This is an optimization exercise on Yosys and OpenROAD, whose aim is small area, not a production implementation.
Function was checked by simulation only, so behaviour that the tests miss may differ from the original.
Power and IR drop assume default switching activity.

## before
==> flow/design.v <==
module column_pool_writer #(
    parameter int IMG_ROW = 54,
    parameter int SHIFT   = 4,
    parameter int ADDR_W  = 12
) (
    input  logic                    clk,
    input  logic                    reset,
    input  logic                    frame_start,
    input  logic [ADDR_W-1:0]       base_addr,
    input  logic                    pool_en,
    input  logic [IMG_ROW-1:0]      in_done,
    input  logic [IMG_ROW*16-1:0]   in_value,
    output logic                    wr_en,
    output logic [ADDR_W-1:0]       wr_addr,
    output logic [IMG_ROW*8-1:0]    wr_data,
    output logic                    busy,
    output logic                    overrun
);
    logic [IMG_ROW-1:0]        mask;
    logic [IMG_ROW-1:0][7:0]   acc;        
    logic [IMG_ROW-1:0][7:0]   acc_nxt;
    logic                      phase;
    logic                      pool_q;
    logic [ADDR_W-1:0]         addr_cnt;
    logic                      col_done;
    logic                      do_write;
    function automatic logic [7:0] quantize(input logic [15:0] v);
        logic signed [15:0] s;
        s = $signed(v) >>> SHIFT;
        if (s > 16'sd127)
            quantize = 8'h7F;
        else if (s < -16'sd128)
            quantize = 8'h80;
        else
            quantize = s[7:0];
    endfunction
    assign col_done = &(mask | in_done);
    assign do_write = !frame_start && col_done && !(pool_q && !phase);
    assign busy     = (mask != '0) | phase;
    always_comb begin
        for (int i = 0; i < IMG_ROW; i++) begin
            logic [7:0] q;
            q = quantize(in_value[i*16 +: 16]);
            acc_nxt[i] = acc[i];
            if (in_done[i] && !mask[i] && (!phase || ($signed(q) > $signed(acc[i]))))
                acc_nxt[i] = q;
        end
    end
    always_ff @(posedge clk) begin
        acc <= acc_nxt;
    end
    always_ff @(posedge clk or posedge reset) begin
        if (reset) begin
            mask    <= '0;
            overrun <= 1'b0;
        end else if (frame_start) begin
            mask    <= '0;
            overrun <= 1'b0;
        end else begin
            if ((in_done & mask) != '0)
                overrun <= 1'b1;
            mask <= col_done ? '0 : (mask | in_done);
        end
    end
    always_ff @(posedge clk or posedge reset) begin
        if (reset) begin
            phase    <= 1'b0;
            pool_q   <= 1'b0;
            addr_cnt <= '0;
            wr_en    <= 1'b0;
            wr_addr  <= '0;
            wr_data  <= '0;
        end else begin
            wr_en <= do_write;
            if (frame_start) begin
                phase    <= 1'b0;
                pool_q   <= pool_en;
                addr_cnt <= base_addr;
            end else if (col_done) begin
                phase <= pool_q && !phase;
            end
            if (do_write) begin
                wr_addr  <= addr_cnt;
                addr_cnt <= addr_cnt + ADDR_W'(1);
                wr_data  <= acc_nxt;
            end
        end
    end
endmodule
clock: 6.0 ns
lec_check: 0
cap_margin: 20
core_area: 5 5 485 485
die_area: 0 0 490 490
slew_margin: 20
run.sh (not shown) runs the stock make flow with config.mk's settings and CLKGATE_MAP_FILE= SYNTH_SCRIPT=/design/flow/synth_recipe.tcl, a recipe that flattens the netlist after the stock synthesis.
What after does differently from before at the input level:
diff --git a/flow/design.v b/flow/design.v
--- a/flow/design.v
+++ b/flow/design.v
@@ -26,12 +26,14 @@
     logic                      do_write;
     function automatic logic [7:0] quantize(input logic [15:0] v);
-        logic signed [15:0] s;
-        s = $signed(v) >>> SHIFT;
-        if (s > 16'sd127)
-            quantize = 8'h7F;
-        else if (s < -16'sd128)
-            quantize = 8'h80;
-        else
-            quantize = s[7:0];
+        logic fits;
+        fits = (v[15:11] == 5'b11111) || (v[15:11] == 5'b00000);
+        quantize = fits ? v[11:4] : {v[15], {7{!v[15]}}};
+    endfunction
+    function automatic logic sgt8(input logic [7:0] a, input logic [7:0] b);
+        logic g;
+        g = 1'b0;
+        for (int k = 0; k < 7; k++)
+            g = (a[k] & !b[k]) | (!(a[k] ^ b[k]) & g);
+        sgt8 = (!a[7] & b[7]) | (!(a[7] ^ b[7]) & g);
     endfunction
     assign col_done = &(mask | in_done);
@@ -43,5 +45,5 @@
             q = quantize(in_value[i*16 +: 16]);
             acc_nxt[i] = acc[i];
-            if (in_done[i] && !mask[i] && (!phase || ($signed(q) > $signed(acc[i]))))
+            if (in_done[i] && !mask[i] && (!phase || sgt8(q, acc[i])))
                 acc_nxt[i] = q;
         end
### Flow results
Result for before and after: all clean. From before to after the numbers moved as follows: number of nets in the synthesized netlist increased about 1.3%, total number of vias climbed 5.9%. Taking before as the reference, in after maximum vdd ir drop higher, final standard cell area without fillers climbed 0.34%. Cell count, before and after: lower on before. Category of the most critical setup path = reg -> out: before; category of the most critical setup path = in -> reg: after. Going from before to after, overall power of the completed layout has increased; share of the final layout cell area in multi-input gates now smaller; via count of the first global-routing pass has increased. Cmp before and after / via density per instance / lower: before. For before, the capture point of the critical path was busy, unlike after, where it was wr_data[139].

## separate check: timing with driven ports
The results above use ideal ports. As a check the final layouts listed here were re-extracted and re-timed, cells and wires unchanged.
Step 1 (the two cells are an assumption about what drives the block):
set clk [get_ports {clk}]
set_driving_cell -lib_cell sky130_fd_sc_hd__clkbuf_16 $clk
set_driving_cell -lib_cell sky130_fd_sc_hd__buf_2 [delete_from_list [all_inputs] $clk]
Step 2, shift: input delay + t, output delay - t, t = (earliest + latest rising clock arrival at the registers) / 2. This alone moves slack from input paths to output paths.
a / b / c = ideal ports / drivers / drivers and shift; a / b = the first two.
run	shift t [ns]	slack for setup (ns)	hold WS [ns]
before	0.831	1.226 / 1.123 / 0.840	0.485 / 0.485 / 0.485
after	0.817	1.075 / 1.090 / 0.273	0.481 / 0.481 / 0.481
After both steps every run listed still meets setup and hold. For after, which loses most, drivers alone change the setup slack by +0.015 ns; drivers and shift together by -0.802 ns.
